Source: an optimization exercise on an open RTL-to-GDS flow (aim: small area, a short achievable clock period and few clock cycles). Production flows keep margins and buffers that such runs may drop.
Where RTL was checked, it was by simulation tests only, not by an equivalence proof against the original.
Power figures rest on the tool's default switching activity, not on a simulated workload.

## motion_search_top
module motion_search_top #(
  parameter int SImgSize = 19,
  parameter int RImgSize = 4,
  parameter int PeNum    = 8    
) (
  input  logic   clk_i,
  input  logic   rst_ni,
  input  logic   start_i,
  input  sad_pkg::pixel_t smem_rdata_i,
  input  sad_pkg::pixel_t ref_rdata_i,
  output sad_pkg::saddr_t smem_raddr_o,
  output sad_pkg::raddr_t ref_raddr_o,
  output logic   busy_o,
  output logic   finish_o,
  output sad_pkg::sad_t   min_sad_o,
  output sad_pkg::saddr_t min_addr_o
);
For scale: roughly 2400 cells after synthesis, about 66 I/O pins.
==> module sad_pe_array, before the edit <==
module sad_pe_array #(
  parameter int SImgSize = 19,
  parameter int RImgSize = 4
) (
  input  logic   clk_i,
  input  logic   accept_i,      
  input  logic   ref_load_i,
  input  sad_pkg::pixel_t search_pix_i,
  input  sad_pkg::pixel_t ref_pix_i,
  output sad_pkg::sum_t   sum_o
);
  localparam int RefNum  = RImgSize * RImgSize;
  localparam int LineLen = (RImgSize - 1) * SImgSize;
  localparam int SumW    = sad_pkg::SumWidth;
  localparam int ColW    = 10;   
  localparam sad_pkg::sum_t Offset = SumW'(-RefNum * 510);
  typedef logic [ColW-1:0] col_t;
  sad_pkg::pixel_t nref_q  [RefNum];      
  sad_pkg::sum_t   ref_sum_q;             
  logic            ref_add_q;             
  sad_pkg::pixel_t npix_q;                
  sad_pkg::pixel_t nline_q [LineLen];     
  sad_pkg::pixel_t ncol    [RImgSize];    
  sad_pkg::pixel_t npre    [RImgSize];    
  logic            gt_q    [RImgSize][RImgSize];   
  col_t            min_s   [RImgSize];
  col_t            min_c   [RImgSize];
  col_t            min_s_q [RImgSize];
  col_t            min_c_q [RImgSize];
  col_t            pix_sum;
  col_t            pix_sum_q;
  sad_pkg::sum_t   h_q     [RImgSize-1];
  function automatic sad_pkg::pixel_t nref_px(input int x, input int y);
    nref_px = nref_q[RefNum-1 - (RImgSize*y + x)];
  endfunction
  function automatic logic greater(input sad_pkg::pixel_t a, input sad_pkg::pixel_t nb);
    logic c;
    c = 1'b0;
    for (int i = 0; i < sad_pkg::PixelWidth; i++) c = (a[i] & nb[i]) | ((a[i] | nb[i]) & c);
    greater = c;
  endfunction
  function automatic logic [2*ColW-1:0] csa(input col_t a, input col_t b, input col_t c);
    csa = {((a & b) | (a & c) | (b & c)) << 1, a ^ b ^ c};
  endfunction
  always_ff @(posedge clk_i) begin
    if (ref_load_i) begin
      nref_q[0] <= ~ref_pix_i;
      for (int k = 1; k < RefNum; k++) nref_q[k] <= nref_q[k-1];
    end
  end
  always_ff @(posedge clk_i) begin
    ref_add_q <= ref_load_i;
    if (accept_i) begin
      ref_sum_q <= Offset;
    end else if (ref_add_q) begin
      ref_sum_q <= ref_sum_q + SumW'(~nref_q[0]);
    end
  end
  always_ff @(posedge clk_i) begin
    npix_q     <= ~search_pix_i;
    nline_q[0] <= npix_q;
    for (int k = 1; k < LineLen; k++) nline_q[k] <= nline_q[k-1];
  end
  always_comb begin
    for (int y = 0; y < RImgSize; y++) begin
      if (y == RImgSize - 1) begin
        ncol[y] = npix_q;
        npre[y] = ~search_pix_i;
      end else begin
        ncol[y] = nline_q[(RImgSize - 1 - y) * SImgSize - 1];
        npre[y] = nline_q[(RImgSize - 1 - y) * SImgSize - 2];
      end
    end
  end
  always_ff @(posedge clk_i) begin
    for (int y = 0; y < RImgSize; y++) begin
      for (int x = 0; x < RImgSize; x++) begin
        gt_q[y][x] <= greater(~npre[y], nref_px(x, y));
      end
    end
  end
  always_comb begin
    col_t m [RImgSize];
    col_t s1, c1;
    for (int x = 0; x < RImgSize; x++) begin
      for (int y = 0; y < RImgSize; y++) begin
        m[y] = ColW'(gt_q[y][x] ? nref_px(x, y) : ncol[y]);
      end
      {c1, s1} = csa(m[0], m[1], m[2]);
      {min_c[x], min_s[x]} = csa(s1, c1, m[3]);
    end
  end
  always_comb begin
    pix_sum = '0;
    for (int y = 0; y < RImgSize; y++) pix_sum = pix_sum + ColW'(~ncol[y]);
  end
  always_ff @(posedge clk_i) begin
    for (int x = 0; x < RImgSize; x++) begin
      min_s_q[x] <= ~min_s[x];   
      min_c_q[x] <= ~min_c[x];
    end
    pix_sum_q <= pix_sum;
  end
  always_ff @(posedge clk_i) begin
    h_q[0] <= ref_sum_q + SumW'(pix_sum_q) + {~min_s_q[0], 1'b0} + {~min_c_q[0], 1'b0};
    for (int x = 1; x < RImgSize - 1; x++) begin
      h_q[x] <= h_q[x-1] + SumW'(pix_sum_q) + {~min_s_q[x], 1'b0} + {~min_c_q[x], 1'b0};
    end
    sum_o <= h_q[RImgSize-2] + SumW'(pix_sum_q) +
             {~min_s_q[RImgSize-1], 1'b0} + {~min_c_q[RImgSize-1], 1'b0};
  end
endmodule
==> module sad_min_select, before the edit <==
module sad_min_select #(
  parameter int SImgSize = 19,
  parameter int RImgSize = 4,
  parameter int Latency  = 4    
) (
  input  logic   clk_i,
  input  logic   rst_ni,
  input  logic   accept_i,      
  input  logic   cand_vld_i,    
  input  logic   scan_end_i,    
  input  sad_pkg::sum_t   sum_i,  
  input  sad_pkg::saddr_t raddr_i,  
  output logic   finish_o,
  output sad_pkg::sad_t   min_sad_o,
  output sad_pkg::saddr_t min_addr_o
);
  localparam int Offset = (RImgSize - 1) * (SImgSize + 1);   
  localparam int CandW  = 9;
  logic [Latency-2:0] vld_q;
  sad_pkg::sum_t      best_sad;
  logic [CandW-1:0]   best_addr;
  assign min_sad_o  = sad_pkg::SadWidth'(best_sad);
  assign min_addr_o = sad_pkg::SAddrWidth'(best_addr);
  always_ff @(posedge clk_i) begin
    if (!rst_ni) begin
      vld_q    <= '0;
      finish_o <= 1'b0;
    end else begin
      vld_q    <= {vld_q[Latency-3:0], cand_vld_i};
      finish_o <= scan_end_i;
    end
  end
  always_ff @(posedge clk_i) begin
    if (accept_i) begin
      best_sad <= '1;   
    end else if (vld_q[Latency-2] && (sum_i < best_sad)) begin
      best_sad <= sum_i;
    end
  end
  always_ff @(posedge clk_i) begin
    if (vld_q[Latency-2] && (sum_i < best_sad)) begin
      best_addr <= CandW'(raddr_i - sad_pkg::SAddrWidth'(Latency + Offset));
    end
  end
endmodule
==> flow/config.mk <==
export PLATFORM = sky130hd
export DESIGN_NAME = motion_search_top
export DESIGN_NICKNAME = motion_search_top
export VERILOG_FILES = /design/flow/design.v
export SDC_FILE = /design/flow/constraint.sdc
export NUM_CORES = 4
export LEC_CHECK = 0
export ABC_AREA = 1
export CAP_MARGIN = 20
export CORE_MARGIN = 2
export CORE_UTILIZATION = 70
export CTS_CLUSTER_DIAMETER = 60
export CTS_CLUSTER_SIZE = 30
export SLEW_MARGIN = 20
export SETUP_SLACK_MARGIN = 7.0
==> flow/constraint.sdc <==
create_clock -name core_clock -period 10.0 [get_ports {clk_i}]
set_input_delay 2.0000 -clock core_clock [delete_from_list [all_inputs] [get_ports {clk_i}]]
set_output_delay 2.0000 -clock core_clock [all_outputs]
set_load 0.01 [all_outputs]
standard.sh (not shown) runs the stock make flow with config.mk's settings and CLKGATE_MAP_FILE= SYNTH_SCRIPT=/design/flow/synth_recipe.tcl, a recipe that flattens the netlist after the stock synthesis.
==> flow/flow/run.sh <==
#!/bin/bash
set -euo pipefail
MARGIN=$(cat flow/margin.txt)
echo "export SETUP_SLACK_MARGIN = $MARGIN" >> config.mk
bash standard.sh > standard.log 2>&1
==> flow/flow/margin.txt <==
7.0
Testbench counts at the start, summed over its fixed seeds: cycles 23,416.
Change:
--- a/flow/design.v
+++ b/flow/design.v
@@ -142,12 +142,43 @@
   function automatic logic greater(input sad_pkg::pixel_t a, input sad_pkg::pixel_t nb);
     logic c;
     c = 1'b0;
     for (int i = 0; i < sad_pkg::PixelWidth; i++) c = (a[i] & nb[i]) | ((a[i] | nb[i]) & c);
     greater = c;
   endfunction
+  function automatic sad_pkg::sum_t add(input sad_pkg::sum_t a, input sad_pkg::sum_t b);
+    sad_pkg::sum_t g, p, pg, pp;
+    g  = a & b;
+    p  = a ^ b;
+    pg = g;
+    pp = p;
+    for (int d = 1; d < SumW; d = 2 * d) begin
+      for (int i = 2 * d - 1; i < SumW; i += 2 * d) begin
+        pg[i] = pg[i] | (pp[i] & pg[i-d]);
+        pp[i] = pp[i] & pp[i-d];
+      end
+    end
+    for (int d = 1 << ($clog2(SumW) - 1); d >= 1; d = d / 2) begin
+      for (int i = 3 * d - 1; i < SumW; i += 2 * d) begin
+        pg[i] = pg[i] | (pp[i] & pg[i-d]);
+        pp[i] = pp[i] & pp[i-d];
+      end
+    end
+    add = p ^ {pg[SumW-2:0], 1'b0};
+  endfunction
+  function automatic logic [2*SumW-1:0] csa12(input sad_pkg::sum_t a, input sad_pkg::sum_t b,
+                                              input sad_pkg::sum_t c);
+    csa12 = {((a & b) | (a & c) | (b & c)) << 1, a ^ b ^ c};
+  endfunction
+  function automatic sad_pkg::sum_t add4(input sad_pkg::sum_t a, input sad_pkg::sum_t b,
+                                         input sad_pkg::sum_t c, input sad_pkg::sum_t d);
+    sad_pkg::sum_t s1, c1, s2, c2;
+    {c1, s1} = csa12(a, b, c);
+    {c2, s2} = csa12(s1, c1, d);
+    add4 = add(s2, c2);
+  endfunction
   function automatic logic [2*ColW-1:0] csa(input col_t a, input col_t b, input col_t c);
     csa = {((a & b) | (a & c) | (b & c)) << 1, a ^ b ^ c};
   endfunction
   always_ff @(posedge clk_i) begin
     if (ref_load_i) begin
       nref_q[0] <= ~ref_pix_i;
@@ -156,13 +187,13 @@
   end
   always_ff @(posedge clk_i) begin
     ref_add_q <= ref_load_i;
     if (accept_i) begin
       ref_sum_q <= Offset;
     end else if (ref_add_q) begin
-      ref_sum_q <= ref_sum_q + SumW'(~nref_q[0]);
+      ref_sum_q <= add(ref_sum_q, SumW'(~nref_q[0]));
     end
   end
   always_ff @(posedge clk_i) begin
     npix_q     <= ~search_pix_i;
     nline_q[0] <= npix_q;
     for (int k = 1; k < LineLen; k++) nline_q[k] <= nline_q[k-1];
@@ -194,29 +225,30 @@
       end
       {c1, s1} = csa(m[0], m[1], m[2]);
       {min_c[x], min_s[x]} = csa(s1, c1, m[3]);
     end
   end
   always_comb begin
-    pix_sum = '0;
-    for (int y = 0; y < RImgSize; y++) pix_sum = pix_sum + ColW'(~ncol[y]);
+    sad_pkg::sum_t v;
+    v = add4(SumW'(~ncol[0]), SumW'(~ncol[1]), SumW'(~ncol[2]), SumW'(~ncol[3]));
+    pix_sum = v[ColW-1:0];
   end
   always_ff @(posedge clk_i) begin
     for (int x = 0; x < RImgSize; x++) begin
       min_s_q[x] <= ~min_s[x];   
       min_c_q[x] <= ~min_c[x];
     end
     pix_sum_q <= pix_sum;
   end
   always_ff @(posedge clk_i) begin
-    h_q[0] <= ref_sum_q + SumW'(pix_sum_q) + {~min_s_q[0], 1'b0} + {~min_c_q[0], 1'b0};
+    h_q[0] <= add4(ref_sum_q, SumW'(pix_sum_q), {~min_s_q[0], 1'b0}, {~min_c_q[0], 1'b0});
     for (int x = 1; x < RImgSize - 1; x++) begin
-      h_q[x] <= h_q[x-1] + SumW'(pix_sum_q) + {~min_s_q[x], 1'b0} + {~min_c_q[x], 1'b0};
+      h_q[x] <= add4(h_q[x-1], SumW'(pix_sum_q), {~min_s_q[x], 1'b0}, {~min_c_q[x], 1'b0});
     end
-    sum_o <= h_q[RImgSize-2] + SumW'(pix_sum_q) +
-             {~min_s_q[RImgSize-1], 1'b0} + {~min_c_q[RImgSize-1], 1'b0};
+    sum_o <= add4(h_q[RImgSize-2], SumW'(pix_sum_q),
+                  {~min_s_q[RImgSize-1], 1'b0}, {~min_c_q[RImgSize-1], 1'b0});
   end
 endmodule
 `timescale 1ns/1ns
 module sad_min_select #(
   parameter int SImgSize = 19,
   parameter int RImgSize = 4,
@@ -235,12 +267,19 @@
 );
   localparam int Offset = (RImgSize - 1) * (SImgSize + 1);   
   localparam int CandW  = 9;
   logic [Latency-2:0] vld_q;
   sad_pkg::sum_t      best_sad;
   logic [CandW-1:0]   best_addr;
+  logic               better;      
+  always_comb begin
+    better = 1'b0;
+    for (int i = 0; i < sad_pkg::SumWidth; i++) begin
+      better = (best_sad[i] & ~sum_i[i]) | ((best_sad[i] | ~sum_i[i]) & better);
+    end
+  end
   assign min_sad_o  = sad_pkg::SadWidth'(best_sad);
   assign min_addr_o = sad_pkg::SAddrWidth'(best_addr);
   always_ff @(posedge clk_i) begin
     if (!rst_ni) begin
       vld_q    <= '0;
       finish_o <= 1'b0;
@@ -249,18 +288,18 @@
       finish_o <= scan_end_i;
     end
   end
   always_ff @(posedge clk_i) begin
     if (accept_i) begin
       best_sad <= '1;   
-    end else if (vld_q[Latency-2] && (sum_i < best_sad)) begin
+    end else if (vld_q[Latency-2] && better) begin
       best_sad <= sum_i;
     end
   end
   always_ff @(posedge clk_i) begin
-    if (vld_q[Latency-2] && (sum_i < best_sad)) begin
+    if (vld_q[Latency-2] && better) begin
       best_addr <= CandW'(raddr_i - sad_pkg::SAddrWidth'(Latency + Offset));
     end
   end
 endmodule
 `timescale 1ns/1ns
 module motion_search_top #(
The changed run finished with timing, DRC and antenna clean.
Die area is lower by a few percent.
Combinational power went down by a few percent.
Final area drops slightly.
Area after synthesis is lower by a few percent.
Synthesized cell count went down by a few percent.
Setup slack gets worse by 50 ps.
Sequential share of layout area came out higher by 0.65 points.
Critical path depth went up by 14.
Non-clock buffer count rises by 20.
Via count drops by a little under a tenth.
Only the layout flow was run in the second run of this note; the RTL was not checked for function there.

afterwards: timing with drivers on the ports:
The results above use ideal ports. As a check the final layouts listed here were re-extracted and re-timed, cells and wires unchanged.
Step 1: set_driving_cell puts a clkbuf_16 on clk_i and a buf_2 on each other input, an assumption about the parent block.
Step 2, shift: input delay + t, output delay - t, t = (earliest + latest rising clock arrival at the registers) / 2. This alone moves slack from input paths to output paths.
a / b / c = ideal ports / drivers / drivers and shift; a / b = the first two.
run | shift t [ns] | slack for setup (ns) | hold slack, ns | clock arrival spread, ns | cell pins on the clock port's net
the first run | 0.649 | 6.912 / 6.856 / 6.391 | 0.312 / 0.312 / 0.312 | 0.045 / 0.045 | 1
the second run | 0.657 | 6.862 / 6.826 / 6.480 | 0.327 / 0.327 / 0.327 | 0.025 / 0.025 | 1
After both steps every run listed still meets setup and hold. The setup slack of the first run, which loses most, moves by -0.056 ns with the drivers and by -0.521 ns with both steps.
